Context: an optimization exercise on an open-source flow, tuned for small area and a short achievable clock period. The choices shown serve that exercise and are no tape-out recipe.
Only the layout flow was run in this run; the RTL was not checked for function there.
Power is estimated from default activity; no workload was simulated.

**config.mk**
```make
export PLATFORM = sky130hd
export DESIGN_NAME = jjn_dither_top
export DESIGN_NICKNAME = jjn_dither_top
export VERILOG_FILES = /design/flow/design.v
export SDC_FILE = /design/flow/constraint.sdc
export NUM_CORES = 4
export LEC_CHECK = 0
export CAP_MARGIN = 20
export CORE_MARGIN = 2
export CORE_UTILIZATION = 60
export SETUP_SLACK_MARGIN = 4.0
export SLEW_MARGIN = 20
```
**design.v**
```verilog
package dither_pkg;
    localparam int PIX_W = 8;
    localparam int Q_W = 5;
    localparam int SH_W = 6;
    localparam int RGB_W = 24;
    localparam int LINE_TOTAL = 24;
    localparam int LATENCY = 2 * LINE_TOTAL + 3;
    localparam int PIX_STAGES = 11;
    localparam int QLAT = PIX_STAGES + 1;
    localparam int HIST_NEXT = LINE_TOTAL - 5;
    localparam int HIST_FAR  = 2 * LINE_TOTAL - 10;
    localparam int HIST_LEN  = HIST_FAR + 1;
    localparam int CNT_W   = 6;
    localparam int CNT_MAX = LATENCY;
endpackage
import dither_pkg::*;
module diffusion_row
#(
    parameter int K = 3
) (
    input  logic             clk,
    input  logic [PIX_W-1:0] value_in,
    input  logic [K-1:0]     share,
    output logic [PIX_W-1:0] value_out
);
    logic               neg;
    logic [K:0]         lo;
    logic               cy;
    logic [PIX_W-K-1:0] hi;
    logic [PIX_W-K-1:0] hi_new;
    logic               up;
    logic               dn;
    logic [PIX_W-K:0]   all1;
    logic [PIX_W-K:0]   all0;
    logic               ovf;
    logic               unf;
    assign neg = share[K-1];
    assign lo = {1'b0, value_in[K-1:0]} + {1'b0, share};
    assign cy = lo[K];
    assign hi = value_in[PIX_W-1:K];
    assign up = cy && !neg;
    assign dn = !cy && neg;
    always_comb begin
        all1[0] = 1'b1;
        all0[0] = 1'b1;
        for (int i = 0; i < PIX_W - K; i++) begin
            all1[i+1] = all1[i] && hi[i];
            all0[i+1] = all0[i] && !hi[i];
        end
        for (int i = 0; i < PIX_W - K; i++) begin
            hi_new[i] = hi[i] ^ ((up && all1[i]) || (dn && all0[i]));
        end
    end
    assign ovf = up && all1[PIX_W-K];
    assign unf = dn && all0[PIX_W-K];
    always_ff @(posedge clk) begin
        value_out <= unf ? '0 : (ovf ? '1 : {hi_new, lo[K-1:0]});
    end
endmodule
module line_fifo
#(
    parameter int WIDTH = 1,
    parameter int DEPTH = 1
) (
    input  logic             clk,
    input  logic [WIDTH-1:0] din,
    output logic [DEPTH-1:0][WIDTH-1:0] taps
);
    always_ff @(posedge clk) begin
        taps[0] <= din;
        for (int i = 1; i < DEPTH; i++) begin
            taps[i] <= taps[i-1];
        end
    end
endmodule
import dither_pkg::*;
module jjn_quantizer
(
    input  logic             clk,
    input  logic [PIX_W-1:0] value_in,
    input  logic             de_in,
    output logic [Q_W-1:0]   q_out,
    output logic             bd_out
);
    logic [6:0]        sel;
    logic              inc;
    logic [4:0]        a;
    logic signed [6:0] cand  [8];
    logic [Q_W-1:0]    q_lo  [7];
    logic [Q_W-1:0]    q_hi  [7];
    logic [6:0]        b_at;
    logic [Q_W-1:0]    q_new;
    logic              b;
    always_comb begin
        sel = 7'b0;
        inc = 1'b0;
        case ({q_out, value_in[2:0]})
            8'h00: begin sel = 7'b0001000; inc = 1'b0; end
            8'h01: begin sel = 7'b0001000; inc = 1'b0; end
            8'h02: begin sel = 7'b0001000; inc = 1'b0; end
            8'h03: begin sel = 7'b0001000; inc = 1'b0; end
            8'h04: begin sel = 7'b0001000; inc = 1'b0; end
            8'h05: begin sel = 7'b0001000; inc = 1'b0; end
            8'h06: begin sel = 7'b0001000; inc = 1'b0; end
            8'h07: begin sel = 7'b0001000; inc = 1'b1; end
            8'h08: begin sel = 7'b0001000; inc = 1'b0; end
            8'h09: begin sel = 7'b0001000; inc = 1'b0; end
            8'h0a: begin sel = 7'b0001000; inc = 1'b0; end
            8'h0b: begin sel = 7'b0001000; inc = 1'b0; end
            8'h0c: begin sel = 7'b0001000; inc = 1'b0; end
            8'h0d: begin sel = 7'b0001000; inc = 1'b0; end
            8'h0e: begin sel = 7'b0001000; inc = 1'b1; end
            8'h0f: begin sel = 7'b0010000; inc = 1'b0; end
            8'h10: begin sel = 7'b0001000; inc = 1'b0; end
            8'h11: begin sel = 7'b0001000; inc = 1'b0; end
            8'h12: begin sel = 7'b0001000; inc = 1'b0; end
            8'h13: begin sel = 7'b0001000; inc = 1'b0; end
            8'h14: begin sel = 7'b0001000; inc = 1'b1; end
            8'h15: begin sel = 7'b0010000; inc = 1'b0; end
            8'h16: begin sel = 7'b0010000; inc = 1'b0; end
            8'h17: begin sel = 7'b0010000; inc = 1'b0; end
            8'h18: begin sel = 7'b0001000; inc = 1'b0; end
            8'h19: begin sel = 7'b0001000; inc = 1'b0; end
            8'h1a: begin sel = 7'b0001000; inc = 1'b0; end
            8'h1b: begin sel = 7'b0001000; inc = 1'b1; end
            8'h1c: begin sel = 7'b0010000; inc = 1'b0; end
            8'h1d: begin sel = 7'b0010000; inc = 1'b0; end
            8'h1e: begin sel = 7'b0010000; inc = 1'b0; end
            8'h1f: begin sel = 7'b0010000; inc = 1'b0; end
            8'h20: begin sel = 7'b0001000; inc = 1'b0; end
            8'h21: begin sel = 7'b0001000; inc = 1'b0; end
            8'h22: begin sel = 7'b0001000; inc = 1'b1; end
            8'h23: begin sel = 7'b0010000; inc = 1'b0; end
            8'h24: begin sel = 7'b0010000; inc = 1'b0; end
            8'h25: begin sel = 7'b0010000; inc = 1'b0; end
            8'h26: begin sel = 7'b0010000; inc = 1'b0; end
            8'h27: begin sel = 7'b0010000; inc = 1'b0; end
            8'h28: begin sel = 7'b0001000; inc = 1'b0; end
            8'h29: begin sel = 7'b0001000; inc = 1'b1; end
            8'h2a: begin sel = 7'b0010000; inc = 1'b0; end
            8'h2b: begin sel = 7'b0010000; inc = 1'b0; end
            8'h2c: begin sel = 7'b0010000; inc = 1'b0; end
            8'h2d: begin sel = 7'b0010000; inc = 1'b0; end
            8'h2e: begin sel = 7'b0010000; inc = 1'b0; end
            8'h2f: begin sel = 7'b0010000; inc = 1'b0; end
            8'h30: begin sel = 7'b0010000; inc = 1'b0; end
            8'h31: begin sel = 7'b0010000; inc = 1'b0; end
            8'h32: begin sel = 7'b0010000; inc = 1'b0; end
            8'h33: begin sel = 7'b0010000; inc = 1'b0; end
            8'h34: begin sel = 7'b0010000; inc = 1'b0; end
            8'h35: begin sel = 7'b0010000; inc = 1'b0; end
            8'h36: begin sel = 7'b0010000; inc = 1'b0; end
            8'h37: begin sel = 7'b0010000; inc = 1'b1; end
            8'h38: begin sel = 7'b0010000; inc = 1'b0; end
            8'h39: begin sel = 7'b0010000; inc = 1'b0; end
            8'h3a: begin sel = 7'b0010000; inc = 1'b0; end
            8'h3b: begin sel = 7'b0010000; inc = 1'b0; end
            8'h3c: begin sel = 7'b0010000; inc = 1'b0; end
            8'h3d: begin sel = 7'b0010000; inc = 1'b0; end
            8'h3e: begin sel = 7'b0010000; inc = 1'b1; end
            8'h3f: begin sel = 7'b0100000; inc = 1'b0; end
            8'h40: begin sel = 7'b0010000; inc = 1'b0; end
            8'h41: begin sel = 7'b0010000; inc = 1'b0; end
            8'h42: begin sel = 7'b0010000; inc = 1'b0; end
            8'h43: begin sel = 7'b0010000; inc = 1'b0; end
            8'h44: begin sel = 7'b0010000; inc = 1'b0; end
            8'h45: begin sel = 7'b0010000; inc = 1'b1; end
            8'h46: begin sel = 7'b0100000; inc = 1'b0; end
            8'h47: begin sel = 7'b0100000; inc = 1'b0; end
            8'h48: begin sel = 7'b0010000; inc = 1'b0; end
            8'h49: begin sel = 7'b0010000; inc = 1'b0; end
            8'h4a: begin sel = 7'b0010000; inc = 1'b0; end
            8'h4b: begin sel = 7'b0010000; inc = 1'b0; end
            8'h4c: begin sel = 7'b0010000; inc = 1'b1; end
            8'h4d: begin sel = 7'b0100000; inc = 1'b0; end
            8'h4e: begin sel = 7'b0100000; inc = 1'b0; end
            8'h4f: begin sel = 7'b0100000; inc = 1'b0; end
            8'h50: begin sel = 7'b0010000; inc = 1'b0; end
            8'h51: begin sel = 7'b0010000; inc = 1'b0; end
            8'h52: begin sel = 7'b0010000; inc = 1'b1; end
            8'h53: begin sel = 7'b0100000; inc = 1'b0; end
            8'h54: begin sel = 7'b0100000; inc = 1'b0; end
            8'h55: begin sel = 7'b0100000; inc = 1'b0; end
            8'h56: begin sel = 7'b0100000; inc = 1'b0; end
            8'h57: begin sel = 7'b0100000; inc = 1'b0; end
            8'h58: begin sel = 7'b0010000; inc = 1'b0; end
            8'h59: begin sel = 7'b0010000; inc = 1'b1; end
            8'h5a: begin sel = 7'b0100000; inc = 1'b0; end
            8'h5b: begin sel = 7'b0100000; inc = 1'b0; end
            8'h5c: begin sel = 7'b0100000; inc = 1'b0; end
            8'h5d: begin sel = 7'b0100000; inc = 1'b0; end
            8'h5e: begin sel = 7'b0100000; inc = 1'b0; end
            8'h5f: begin sel = 7'b0100000; inc = 1'b0; end
            8'h60: begin sel = 7'b0010000; inc = 1'b1; end
            8'h61: begin sel = 7'b0100000; inc = 1'b0; end
            8'h62: begin sel = 7'b0100000; inc = 1'b0; end
            8'h63: begin sel = 7'b0100000; inc = 1'b0; end
            8'h64: begin sel = 7'b0100000; inc = 1'b0; end
            8'h65: begin sel = 7'b0100000; inc = 1'b0; end
            8'h66: begin sel = 7'b0100000; inc = 1'b0; end
            8'h67: begin sel = 7'b0100000; inc = 1'b0; end
            8'h68: begin sel = 7'b0100000; inc = 1'b0; end
            8'h69: begin sel = 7'b0100000; inc = 1'b0; end
            8'h6a: begin sel = 7'b0100000; inc = 1'b0; end
            8'h6b: begin sel = 7'b0100000; inc = 1'b0; end
            8'h6c: begin sel = 7'b0100000; inc = 1'b0; end
            8'h6d: begin sel = 7'b0100000; inc = 1'b0; end
            8'h6e: begin sel = 7'b0100000; inc = 1'b0; end
            8'h6f: begin sel = 7'b0100000; inc = 1'b1; end
            8'h70: begin sel = 7'b0100000; inc = 1'b0; end
            8'h71: begin sel = 7'b0100000; inc = 1'b0; end
            8'h72: begin sel = 7'b0100000; inc = 1'b0; end
            8'h73: begin sel = 7'b0100000; inc = 1'b0; end
            8'h74: begin sel = 7'b0100000; inc = 1'b0; end
            8'h75: begin sel = 7'b0100000; inc = 1'b1; end
            8'h76: begin sel = 7'b1000000; inc = 1'b0; end
            8'h77: begin sel = 7'b1000000; inc = 1'b0; end
            8'h78: begin sel = 7'b0100000; inc = 1'b0; end
            8'h79: begin sel = 7'b0100000; inc = 1'b0; end
            8'h7a: begin sel = 7'b0100000; inc = 1'b0; end
            8'h7b: begin sel = 7'b0100000; inc = 1'b0; end
            8'h7c: begin sel = 7'b0100000; inc = 1'b1; end
            8'h7d: begin sel = 7'b1000000; inc = 1'b0; end
            8'h7e: begin sel = 7'b1000000; inc = 1'b0; end
            8'h7f: begin sel = 7'b1000000; inc = 1'b0; end
            8'h80: begin sel = 7'b0000001; inc = 1'b0; end
            8'h81: begin sel = 7'b0000001; inc = 1'b0; end
            8'h82: begin sel = 7'b0000001; inc = 1'b0; end
            8'h83: begin sel = 7'b0000001; inc = 1'b1; end
            8'h84: begin sel = 7'b0000010; inc = 1'b0; end
            8'h85: begin sel = 7'b0000010; inc = 1'b0; end
            8'h86: begin sel = 7'b0000010; inc = 1'b0; end
            8'h87: begin sel = 7'b0000010; inc = 1'b0; end
            8'h88: begin sel = 7'b0000001; inc = 1'b0; end
            8'h89: begin sel = 7'b0000001; inc = 1'b0; end
            8'h8a: begin sel = 7'b0000001; inc = 1'b1; end
            8'h8b: begin sel = 7'b0000010; inc = 1'b0; end
            8'h8c: begin sel = 7'b0000010; inc = 1'b0; end
            8'h8d: begin sel = 7'b0000010; inc = 1'b0; end
            8'h8e: begin sel = 7'b0000010; inc = 1'b0; end
            8'h8f: begin sel = 7'b0000010; inc = 1'b0; end
            8'h90: begin sel = 7'b0000001; inc = 1'b1; end
            8'h91: begin sel = 7'b0000010; inc = 1'b0; end
            8'h92: begin sel = 7'b0000010; inc = 1'b0; end
            8'h93: begin sel = 7'b0000010; inc = 1'b0; end
            8'h94: begin sel = 7'b0000010; inc = 1'b0; end
            8'h95: begin sel = 7'b0000010; inc = 1'b0; end
            8'h96: begin sel = 7'b0000010; inc = 1'b0; end
            8'h97: begin sel = 7'b0000010; inc = 1'b0; end
            8'h98: begin sel = 7'b0000010; inc = 1'b0; end
            8'h99: begin sel = 7'b0000010; inc = 1'b0; end
            8'h9a: begin sel = 7'b0000010; inc = 1'b0; end
            8'h9b: begin sel = 7'b0000010; inc = 1'b0; end
            8'h9c: begin sel = 7'b0000010; inc = 1'b0; end
            8'h9d: begin sel = 7'b0000010; inc = 1'b0; end
            8'h9e: begin sel = 7'b0000010; inc = 1'b0; end
            8'h9f: begin sel = 7'b0000010; inc = 1'b1; end
            8'ha0: begin sel = 7'b0000010; inc = 1'b0; end
            8'ha1: begin sel = 7'b0000010; inc = 1'b0; end
            8'ha2: begin sel = 7'b0000010; inc = 1'b0; end
            8'ha3: begin sel = 7'b0000010; inc = 1'b0; end
            8'ha4: begin sel = 7'b0000010; inc = 1'b0; end
            8'ha5: begin sel = 7'b0000010; inc = 1'b0; end
            8'ha6: begin sel = 7'b0000010; inc = 1'b1; end
            8'ha7: begin sel = 7'b0000100; inc = 1'b0; end
            8'ha8: begin sel = 7'b0000010; inc = 1'b0; end
            8'ha9: begin sel = 7'b0000010; inc = 1'b0; end
            8'haa: begin sel = 7'b0000010; inc = 1'b0; end
            8'hab: begin sel = 7'b0000010; inc = 1'b0; end
            8'hac: begin sel = 7'b0000010; inc = 1'b0; end
            8'had: begin sel = 7'b0000010; inc = 1'b1; end
            8'hae: begin sel = 7'b0000100; inc = 1'b0; end
            8'haf: begin sel = 7'b0000100; inc = 1'b0; end
            8'hb0: begin sel = 7'b0000010; inc = 1'b0; end
            8'hb1: begin sel = 7'b0000010; inc = 1'b0; end
            8'hb2: begin sel = 7'b0000010; inc = 1'b0; end
            8'hb3: begin sel = 7'b0000010; inc = 1'b1; end
            8'hb4: begin sel = 7'b0000100; inc = 1'b0; end
            8'hb5: begin sel = 7'b0000100; inc = 1'b0; end
            8'hb6: begin sel = 7'b0000100; inc = 1'b0; end
            8'hb7: begin sel = 7'b0000100; inc = 1'b0; end
            8'hb8: begin sel = 7'b0000010; inc = 1'b0; end
            8'hb9: begin sel = 7'b0000010; inc = 1'b0; end
            8'hba: begin sel = 7'b0000010; inc = 1'b1; end
            8'hbb: begin sel = 7'b0000100; inc = 1'b0; end
            8'hbc: begin sel = 7'b0000100; inc = 1'b0; end
            8'hbd: begin sel = 7'b0000100; inc = 1'b0; end
            8'hbe: begin sel = 7'b0000100; inc = 1'b0; end
            8'hbf: begin sel = 7'b0000100; inc = 1'b0; end
            8'hc0: begin sel = 7'b0000010; inc = 1'b0; end
            8'hc1: begin sel = 7'b0000010; inc = 1'b1; end
            8'hc2: begin sel = 7'b0000100; inc = 1'b0; end
            8'hc3: begin sel = 7'b0000100; inc = 1'b0; end
            8'hc4: begin sel = 7'b0000100; inc = 1'b0; end
            8'hc5: begin sel = 7'b0000100; inc = 1'b0; end
            8'hc6: begin sel = 7'b0000100; inc = 1'b0; end
            8'hc7: begin sel = 7'b0000100; inc = 1'b0; end
            8'hc8: begin sel = 7'b0000010; inc = 1'b1; end
            8'hc9: begin sel = 7'b0000100; inc = 1'b0; end
            8'hca: begin sel = 7'b0000100; inc = 1'b0; end
            8'hcb: begin sel = 7'b0000100; inc = 1'b0; end
            8'hcc: begin sel = 7'b0000100; inc = 1'b0; end
            8'hcd: begin sel = 7'b0000100; inc = 1'b0; end
            8'hce: begin sel = 7'b0000100; inc = 1'b0; end
            8'hcf: begin sel = 7'b0000100; inc = 1'b0; end
            8'hd0: begin sel = 7'b0000100; inc = 1'b0; end
            8'hd1: begin sel = 7'b0000100; inc = 1'b0; end
            8'hd2: begin sel = 7'b0000100; inc = 1'b0; end
            8'hd3: begin sel = 7'b0000100; inc = 1'b0; end
            8'hd4: begin sel = 7'b0000100; inc = 1'b0; end
            8'hd5: begin sel = 7'b0000100; inc = 1'b0; end
            8'hd6: begin sel = 7'b0000100; inc = 1'b1; end
            8'hd7: begin sel = 7'b0001000; inc = 1'b0; end
            8'hd8: begin sel = 7'b0000100; inc = 1'b0; end
            8'hd9: begin sel = 7'b0000100; inc = 1'b0; end
            8'hda: begin sel = 7'b0000100; inc = 1'b0; end
            8'hdb: begin sel = 7'b0000100; inc = 1'b0; end
            8'hdc: begin sel = 7'b0000100; inc = 1'b0; end
            8'hdd: begin sel = 7'b0000100; inc = 1'b1; end
            8'hde: begin sel = 7'b0001000; inc = 1'b0; end
            8'hdf: begin sel = 7'b0001000; inc = 1'b0; end
            8'he0: begin sel = 7'b0000100; inc = 1'b0; end
            8'he1: begin sel = 7'b0000100; inc = 1'b0; end
            8'he2: begin sel = 7'b0000100; inc = 1'b0; end
            8'he3: begin sel = 7'b0000100; inc = 1'b0; end
            8'he4: begin sel = 7'b0000100; inc = 1'b1; end
            8'he5: begin sel = 7'b0001000; inc = 1'b0; end
            8'he6: begin sel = 7'b0001000; inc = 1'b0; end
            8'he7: begin sel = 7'b0001000; inc = 1'b0; end
            8'he8: begin sel = 7'b0000100; inc = 1'b0; end
            8'he9: begin sel = 7'b0000100; inc = 1'b0; end
            8'hea: begin sel = 7'b0000100; inc = 1'b0; end
            8'heb: begin sel = 7'b0000100; inc = 1'b1; end
            8'hec: begin sel = 7'b0001000; inc = 1'b0; end
            8'hed: begin sel = 7'b0001000; inc = 1'b0; end
            8'hee: begin sel = 7'b0001000; inc = 1'b0; end
            8'hef: begin sel = 7'b0001000; inc = 1'b0; end
            8'hf0: begin sel = 7'b0000100; inc = 1'b0; end
            8'hf1: begin sel = 7'b0000100; inc = 1'b1; end
            8'hf2: begin sel = 7'b0001000; inc = 1'b0; end
            8'hf3: begin sel = 7'b0001000; inc = 1'b0; end
            8'hf4: begin sel = 7'b0001000; inc = 1'b0; end
            8'hf5: begin sel = 7'b0001000; inc = 1'b0; end
            8'hf6: begin sel = 7'b0001000; inc = 1'b0; end
            8'hf7: begin sel = 7'b0001000; inc = 1'b0; end
            8'hf8: begin sel = 7'b0000100; inc = 1'b1; end
            8'hf9: begin sel = 7'b0001000; inc = 1'b0; end
            8'hfa: begin sel = 7'b0001000; inc = 1'b0; end
            8'hfb: begin sel = 7'b0001000; inc = 1'b0; end
            8'hfc: begin sel = 7'b0001000; inc = 1'b0; end
            8'hfd: begin sel = 7'b0001000; inc = 1'b0; end
            8'hfe: begin sel = 7'b0001000; inc = 1'b0; end
            8'hff: begin sel = 7'b0001000; inc = 1'b0; end
            default: begin sel = 7'b0; inc = 1'b0; end
        endcase
    end
    assign a = value_in[7:3];
    always_comb begin
        for (int d = 0; d < 8; d++) begin
            cand[d] = $signed({2'b00, a}) + 7'(d - 3);
        end
        for (int d = 0; d < 7; d++) begin
            b_at[d] = !cand[d][6] && (cand[d][5] || cand[d][4]);
            if (!de_in || cand[d][6] || cand[d][5]) begin
                q_lo[d] = '0;
                q_hi[d] = '0;
            end else if (b_at[d]) begin
                q_lo[d] = cand[d][Q_W-1:0];
                q_hi[d] = cand[d+1][Q_W-1:0];
            end else begin
                q_lo[d] = cand[d][Q_W-1:0];
                q_hi[d] = cand[d][Q_W-1:0];
            end
        end
    end
    always_comb begin
        q_new = '0;
        b     = 1'b0;
        for (int d = 0; d < 7; d++) begin
            q_new = q_new | ({Q_W{sel[d]}} & (inc ? q_hi[d] : q_lo[d]));
            b     = b | (sel[d] & b_at[d]);
        end
    end
    always_ff @(posedge clk) begin
        q_out  <= q_new;
        bd_out <= b;
    end
endmodule
import dither_pkg::*;
module jjn_dither_top
(
    input  logic             clk,
    input  logic             rst,
    input  logic [RGB_W-1:0] rgb,
    input  logic             de,
    input  logic             hs,
    input  logic             vs,
    output logic [RGB_W-1:0] dout,
    output logic             de_out,
    output logic             hs_out,
    output logic             vs_out
);
    logic [CNT_W-1:0] cnt;
    always_ff @(posedge clk) begin
        if (rst)
            cnt <= '0;
        else if (cnt != CNT_W'(CNT_MAX))
            cnt <= cnt + 1'b1;
    end
    logic [LATENCY-1:0][2:0] sync_taps;
    line_fifo #(.WIDTH(3), .DEPTH(LATENCY)) sync_dly (
        .clk(clk), .din({de, hs, vs}), .taps(sync_taps)
    );
    logic [PIX_STAGES:1][PIX_W-1:0] pix;
    logic [HIST_LEN-2:0][Q_W:0] hist_taps;
    logic [Q_W-1:0]   q_next;
    logic [Q_W-1:0]   q_near;
    logic             bd_near;
    function automatic logic [2:0] share_w1(input logic [Q_W-1:0] q);
        case (q[4:3])
            2'b00:   share_w1 = 3'sd0;
            2'b01:   share_w1 = 3'sd1;
            2'b10:   share_w1 = -3'sd3;
            default: share_w1 = -3'sd2;
        endcase
    endfunction
    function automatic logic [4:0] share_w5(input logic [Q_W-1:0] q);
        share_w5 = $signed(q) - ($signed(q) >>> 3);
    endfunction
    function automatic logic [5:0] share_w7(input logic [Q_W-1:0] q);
        share_w7 = 6'($signed(q)) + 6'($signed(q) >>> 1) - 6'($signed(q) >>> 2);
    endfunction
    logic [5:0] gr;
    logic [6:0] gg;
    logic [5:0] gb;
    logic [6:0] gs_q;
    logic [6:1] gc_q;
    assign gr = rgb[23:18];
    assign gg = rgb[15:9];
    assign gb = rgb[7:2];
    always_ff @(posedge clk) begin
        gs_q <= {gg[6], gr ^ gg[5:0] ^ gb};
        gc_q <= (gr & gg[5:0]) | (gr & gb) | (gg[5:0] & gb);
    end
    logic           keep_next;
    logic           keep_far;
    logic [3:0]     far_q41;
    logic [4:0]     far_w5;
    logic [4:0]     next_w5;
    logic [5:0]     next_w7;
    assign keep_next = !rst && (cnt >= CNT_W'(HIST_NEXT));
    assign keep_far  = !rst && (cnt >= CNT_W'(HIST_FAR));
    always_ff @(posedge clk) begin
        far_q41 <= keep_far ? hist_taps[HIST_FAR-2][Q_W-1:1] : '0;
        far_w5  <= keep_far ? share_w5(hist_taps[HIST_FAR-2][Q_W-1:0]) : '0;
        next_w5 <= keep_next ? share_w5(hist_taps[HIST_NEXT-2][Q_W-1:0]) : '0;
        next_w7 <= keep_next ? share_w7(hist_taps[HIST_NEXT-2][Q_W-1:0]) : '0;
    end
    assign q_next = hist_taps[HIST_NEXT-1][Q_W-1:0];
    logic [2:0] far_w1;
    assign far_w1 = share_w1({far_q41, 1'b0});
    logic signed [9:0] far0_sum;
    assign far0_sum = $signed({3'b0, gs_q}) + $signed({3'b0, gc_q, 1'b0}) + $signed(far_w1);
    always_ff @(posedge clk) begin
        pix[1] <= far0_sum[9] ? '0 : far0_sum[PIX_W-1:0];
    end
    diffusion_row #(.K(4)) far1 (.clk(clk), .value_in(pix[1]), .share(far_q41), .value_out(pix[2]));
    diffusion_row #(.K(5)) far2 (.clk(clk), .value_in(pix[2]), .share(far_w5), .value_out(pix[3]));
    diffusion_row #(.K(4)) far3 (.clk(clk), .value_in(pix[3]), .share(far_q41), .value_out(pix[4]));
    diffusion_row #(.K(3)) far4 (.clk(clk), .value_in(pix[4]), .share(far_w1), .value_out(pix[5]));
    diffusion_row #(.K(4)) nxt0 (.clk(clk), .value_in(pix[5]), .share(q_next[4:1]), .value_out(pix[6]));
    diffusion_row #(.K(5)) nxt1 (.clk(clk), .value_in(pix[6]), .share(next_w5), .value_out(pix[7]));
    diffusion_row #(.K(6)) nxt2 (.clk(clk), .value_in(pix[7]), .share(next_w7), .value_out(pix[8]));
    diffusion_row #(.K(5)) nxt3 (.clk(clk), .value_in(pix[8]), .share(next_w5), .value_out(pix[9]));
    diffusion_row #(.K(4)) nxt4 (.clk(clk), .value_in(pix[9]), .share(q_next[4:1]), .value_out(pix[10]));
    diffusion_row #(.K(5)) cur0 (.clk(clk), .value_in(pix[10]), .share(share_w5(q_near)), .value_out(pix[11]));
    logic de_eff;
    assign de_eff = sync_taps[PIX_STAGES][2] && (cnt >= CNT_W'(QLAT));
    jjn_quantizer quantizer_i (
        .clk(clk), .value_in(pix[PIX_STAGES]), .de_in(de_eff),
        .q_out(q_near), .bd_out(bd_near)
    );
    always_ff @(posedge clk) begin
        hist_taps[0] <= {bd_near, q_near};
        for (int i = 1; i < HIST_LEN - 1; i++) begin
            hist_taps[i] <= hist_taps[i-1];
        end
        if (!keep_next) hist_taps[HIST_NEXT-1][Q_W-1:0] <= '0;
    end
    logic       out_ok;
    logic       bd_q;
    logic [2:0] sync_q;
    assign out_ok = !rst && (cnt == CNT_W'(CNT_MAX));
    always_ff @(posedge clk) begin
        bd_q   <= out_ok && hist_taps[HIST_FAR-1][Q_W] && sync_taps[LATENCY-1][2];
        sync_q <= out_ok ? sync_taps[LATENCY-1] : 3'b000;
    end
    assign dout = {RGB_W{bd_q}};
    assign {de_out, hs_out, vs_out} = sync_q;
endmodule
```
**flow/run.sh**
```bash
#!/bin/bash
# The standard layout (standard.sh) with these ORFS settings changed:
#   ADDER_MAP_FILE empty: no adder cells are extracted in synthesis, so ABC
#     maps all of the arithmetic itself (registers and names unchanged);
#   and the placement/CTS/repair settings listed on the make line below.
# Every tool's output goes to orfs_make.log here; ORFS keeps its per-step
# logs under orfs/logs.
set -euo pipefail
bash standard.sh ADDER_MAP_FILE= MATCH_CELL_FOOTPRINT=0 'BUFFER_PORTS_ARGS=-buffer_cell sky130_fd_sc_hd__buf_2' finish > orfs_make.log 2>&1
```
**constraint.sdc**
```tcl
create_clock -name core_clock -period 6.5 [get_ports {clk}]
set_input_delay 1.3000 -clock core_clock [delete_from_list [all_inputs] [get_ports {clk}]]
set_output_delay 1.3000 -clock core_clock [all_outputs]
set_load 0.01 [all_outputs]
```
**standard.sh**
```bash
#!/bin/bash
# synth_recipe.tcl (not shown) runs the flow's synth.tcl, then flattens the netlist and writes it again
# the make line also repeats each setting of config.mk as NAME=value (left out here)
make -C /OpenROAD-flow-scripts/flow DESIGN_CONFIG=/design/flow/config.mk WORK_HOME=/design/flow/orfs CLKGATE_MAP_FILE= SYNTH_SCRIPT=/design/flow/synth_recipe.tcl "${@:-finish}"
```
==> flow_results.xml <==
<?xml version="1.0" encoding="UTF-8"?>
<metrics>
  <group name="floorplan">
    <metric name="floorplan.initialDensity" unit="%">61.4</metric>
    <metric name="floorplan.rows" unit="">60</metric>
    <metric name="die_height" unit="um">170</metric>
    <metric name="num_io_pins" unit="">56</metric>
    <metric name="die_area" unit="mm2">0.0290</metric>
    <metric name="die-width" unit="um">170</metric>
    <metric name="coreArea" unit="mm2">0.0270</metric>
  </group>
  <group name="place">
    <metric name="place.port_buffers" unit="">50</metric>
    <metric name="gp_congestion" unit="">0.875</metric>
    <metric name="dp.cells" unit="">1822</metric>
    <metric name="detailed_place_hpwl" unit="um">17400</metric>
  </group>
  <group name="synth">
    <metric name="synth_area_leaders" unit="">sky130_fd_sc_hd__dfxtp_1 62%, sky130_fd_sc_hd__xnor2_1 5.3%, sky130_fd_sc_hd__a21oi_1 3.5%</metric>
    <metric name="synthesis.area" unit="mm2">0.0166</metric>
    <metric name="synth_edf_count" unit="">0</metric>
    <metric name="synth_seq_area_share" unit="%">61.9</metric>
    <metric name="synth.ff_latch_count" unit="">513</metric>
    <metric name="synthSimpleGateAreaFrac" unit="%">12.1</metric>
    <metric name="synth_mux_area_share" unit="%">0.377</metric>
    <metric name="postSynthAreaPerCell" unit="um2">10.9</metric>
    <metric name="synth_compound_area_share" unit="%">13.4</metric>
    <metric name="post_synthesis_share_of_cell_area_spent_on_xor_and_xnor_gates" unit="%">7.07</metric>
    <metric name="yosys.cell_types.count" unit="">84</metric>
    <metric name="synth_adder_area_share" unit="%">1.51</metric>
    <metric name="combinational_family_with_the_most_area_after_synthesis" unit="">compound AO/OA/AOI/OAI gates</metric>
    <metric name="synth_ff_type" unit="">sky130_fd_sc_hd__dfxtp_1</metric>
    <metric name="yosysWarningCount" unit="">10</metric>
    <metric name="syn-instance-count" unit="">1523</metric>
    <metric name="synth_fp_nets" unit="">1552</metric>
    <metric name="yosys.cell_count.top_type" unit="">sky130_fd_sc_hd__dfxtp_1</metric>
    <metric name="synth.top_cells.by_count" unit="">513 x sky130_fd_sc_hd__dfxtp_1, 115 x sky130_fd_sc_hd__a21oi_1, 104 x sky130_fd_sc_hd__nor2_1, 101 x sky130_fd_sc_hd__xnor2_1, 75 x sky130_fd_sc_hd__nand2_1</metric>
    <metric name="top_area_cell_type_share_of_the_netlist_area" unit="%">61.9</metric>
    <metric name="yosys.area.top_type" unit="">sky130_fd_sc_hd__dfxtp_1</metric>
    <metric name="async_flop_share" unit="%">0</metric>
  </group>
  <group name="detailed_routing">
    <metric name="routed_wirelength" unit="um">30100</metric>
    <metric name="vias_per_cell" unit="">5.52</metric>
    <metric name="tritonroute_pass_1_iters" unit="">6</metric>
    <metric name="antenna_violating_nets_post_route" unit="">0</metric>
    <metric name="via_count" unit="">10900</metric>
    <metric name="starting_drt_drc_count" unit="">875</metric>
    <metric name="remaining_drc_errors" unit="">0</metric>
    <metric name="avgRoutedWirePerCell" unit="um">15.3</metric>
  </group>
  <group name="flow_run">
    <metric name="cap_violations" unit="">0</metric>
  </group>
  <group name="global_routing">
    <metric name="grt_pass1_vias" unit="">9837</metric>
    <metric name="grt_max_degree" unit="">36</metric>
    <metric name="gr-total-overflow" unit="">0</metric>
    <metric name="track_usage" unit="%">19.9</metric>
    <metric name="grt_first_pass_wirelength" unit="um">47300</metric>
    <metric name="grt_antenna_before_repair" unit="">0</metric>
  </group>
  <group name="sta">
    <metric name="layout_min_cycle_time" unit="ps">2590</metric>
    <metric name="fin_skew" unit="ps">14.8</metric>
    <metric name="slew_headroom" unit="%">54.2</metric>
    <metric name="hold_viol" unit="">0</metric>
    <metric name="min_period_over_period" unit="%">39.8</metric>
    <metric name="report.final.setup_viol" unit="">0</metric>
    <metric name="max_freq" unit="GHz">0.387</metric>
    <metric name="maxSlewViolCount" unit="">0</metric>
    <metric name="unrepaired_setup_endpoints_after_global_routing" unit="">yes</metric>
    <metric name="tightestPinTransition" unit="ps">686</metric>
    <metric name="summed_negative_setup_slack_over_all_endpoints" unit="ps">0</metric>
  </group>
  <group name="power">
    <metric name="sw_frac_of_total" unit="%">28.9</metric>
    <metric name="max-vdd-ir-drop" unit="V">0.000333</metric>
    <metric name="power_switching" unit="mW">2.46</metric>
    <metric name="cellLeakagePower" unit="nW">7.59</metric>
    <metric name="pwr_density_cell" unit="mW/mm2">438</metric>
    <metric name="cell_internal_pwr" unit="mW">6.06</metric>
    <metric name="share_comb_of_total_power" unit="%">19.6</metric>
    <metric name="power_frac_clock" unit="%">32.6</metric>
    <metric name="seqPwrFrac" unit="%">47.8</metric>
  </group>
  <group name="critical_path">
    <metric name="worst_ep_required_time" unit="ps">6900</metric>
    <metric name="critical_path_peak_fanout" unit="">8</metric>
    <metric name="cp-start-kind" unit="">register</metric>
    <metric name="setup.worst_path.end_class" unit="">register</metric>
    <metric name="criticalPathCategory" unit="">reg -&gt; reg</metric>
    <metric name="worstPathArrival" unit="ps">2980</metric>
  </group>
  <group name="clocking">
    <metric name="tritoncts" unit="">done</metric>
    <metric name="worst_setup_hold_path_clk_slew" unit="ps">60</metric>
    <metric name="postCtsHoldBufs" unit="">0</metric>
    <metric name="cts_htree_levels" unit="">2</metric>
    <metric name="clock_sinks" unit="">513</metric>
    <metric name="clk_path_buf_depth" unit="">3</metric>
    <metric name="cts_made_buffers" unit="">48</metric>
    <metric name="clock_tree.root_cell" unit="">sky130_fd_sc_hd__clkbuf_16</metric>
    <metric name="clk_latency" unit="ps">550</metric>
  </group>
  <group name="status">
    <metric name="outcome" unit="">complete, no violations</metric>
  </group>
  <group name="layout">
    <metric name="registers_with_the_highest_flip_flop_counts" unit="">hist_taps (223), sync_dly.taps (153)</metric>
    <metric name="area_growth" unit="%">17.2</metric>
    <metric name="ant_diodes" unit="">0</metric>
    <metric name="largest-register" unit="">hist_taps</metric>
    <metric name="post_layout_nonfiller_instances" unit="">1971</metric>
    <metric name="largest_register_ffs" unit="">223</metric>
    <metric name="num-nets-final" unit="">1623</metric>
    <metric name="drive_above_1_share" unit="%">19.0</metric>
  </group>
  <group name="worst_hold_path">
    <metric name="min-delay-path-class" unit="">reg -&gt; reg</metric>
  </group>
</metrics>
==> power groups by stage <==
stage,logic (mW),clock network (mW),registers (mW)
floorplan,1.20,0,3.85
finish,1.67,2.78,4.07
detailed placement,1.17,0,4.16
global placement,1.16,0,4.13
global route,1.82,2.98,4.14
CTS,1.31,2.85,4.08
==> cell usage in the layout (no fill, tap or decap), drive strengths merged, types with 15 or more instances in the layout <==
cell and count:
nand2b 17, a31oi 22, nor2 105, maj3 25, inv 22, nand4 18, and2 21, o21ai 70
nand2 75, nor3 34, buf 113, dfxtp 513, xnor2 101, a21oi 116, nand3 26, or2 15
nor2b 15, a211oi 18, xor2 33, clkbuf 68
==> worst paths after layout <==
check / depth (start not counted) / slack [ps] / startpoint / to
worst min register to register: 0 / 320 / hist_taps[63]$_DFF_P_ / hist_taps[69]$_DFF_P_
worst max-delay path: 13 / 3910 / cur0.value_out[0]$_SDFF_PP0_ / quantizer_i.q_out[1]$_DFF_P_
worst min-delay path: 0 / 320 / hist_taps[63]$_DFF_P_ / hist_taps[69]$_DFF_P_
worst max register to register: 13 / 3910 / cur0.value_out[0]$_SDFF_PP0_ / quantizer_i.q_out[1]$_DFF_P_
==> cell families (layout without fill, tap and decap cells) <==
logic type                 after synthesis  count (layout)
AOI/OAI and AO/OA                      340             341
xor gates and xnor gates               134             134
adders and majority gates               25              25
buffers and inverters                  119             225
DFF                                    513             513
muxes                                    6               6
and+or+nand+nor                        386             386
==> metrics by stage <==
step	util (%)	power [mW]	worst slack (ps)	area [um2]	hold slack, ps
4_1_cts	69.4	8.24	3900	18800	314
2_1_floorplan	-	5.05	4140	16600	310
3_3_place_gp	62.1	5.29	3150	16800	309
5_1_grt	71.9	8.94	3800	19400	322
3_5_place_dp	62.1	5.33	3180	16800	312
6_report	71.9	8.52	3910	19400	318
==> routing by layer <==
layer	share of wire (%)	GRT usage (%)	vias up
li1	-	-	5423
met2	46	32.4	310
met4	3.1	7.47	0
met5	0	0	-
met3	5.2	3.51	86
met1	46	26.7	5059
==> worst max-delay path: stages (launching register included) <==
cell and delay [ps]:
sky130_fd_sc_hd__dfxtp_4 420, sky130_fd_sc_hd__buf_4 200, sky130_fd_sc_hd__xor2_2 210, sky130_fd_sc_hd__a31oi_1 120
sky130_fd_sc_hd__a221oi_2 230, sky130_fd_sc_hd__buf_4 190, sky130_fd_sc_hd__o211ai_4 170, sky130_fd_sc_hd__buf_6 170
sky130_fd_sc_hd__buf_6 100, sky130_fd_sc_hd__buf_6 120, sky130_fd_sc_hd__nor2_4 90, sky130_fd_sc_hd__nor3_2 50
sky130_fd_sc_hd__a221oi_1 210, sky130_fd_sc_hd__nand3_1 150
==> timing repair <==
action	CTS	global route
setup buffers	19	42
pin swaps	14	35
setup endpoints to repair	40	60
gates cloned	1	1
resized for setup	54	72
==> layout make-up <==
cell class / instances / area (um2)
Clock buffer: 66 / 1420
Clock inverter: 20 / 205
Fill cell: 1885 / 7580
Inverter: 24 / 101
Multi-Input combinational cell: 892 / 6130
Sequential cell: 513 / 10300
Tap cell: 341 / 427
Timing Repair Buffer: 115 / 840

re-timing with driven ports:
Ports are ideal in the flow. The routed layout listed here was re-timed in OpenROAD. Step 1 assumes that a clkbuf_16 drives the clock port and a buf_2 every other input. Step 2, shift: input delay + t, output delay - t, t = (earliest + latest rising clock arrival at the registers) / 2. This alone moves slack from input paths to output paths. Slacks: no drivers / after step 1 / after step 2; pairs: no drivers / after step 1.
t (ns): 0.587
setup WS [ns]: 3.914 / 3.875 / 3.914
worst hold slack (ns): 0.318 / 0.318 / 0.318
worst slew at a driven data input, ns: 0.03
pins driven straight from the clock port: 1
After both steps setup and hold are still met in this run. For this run, drivers alone change the setup slack by -0.039 ns; drivers and shift together by 0.000 ns.
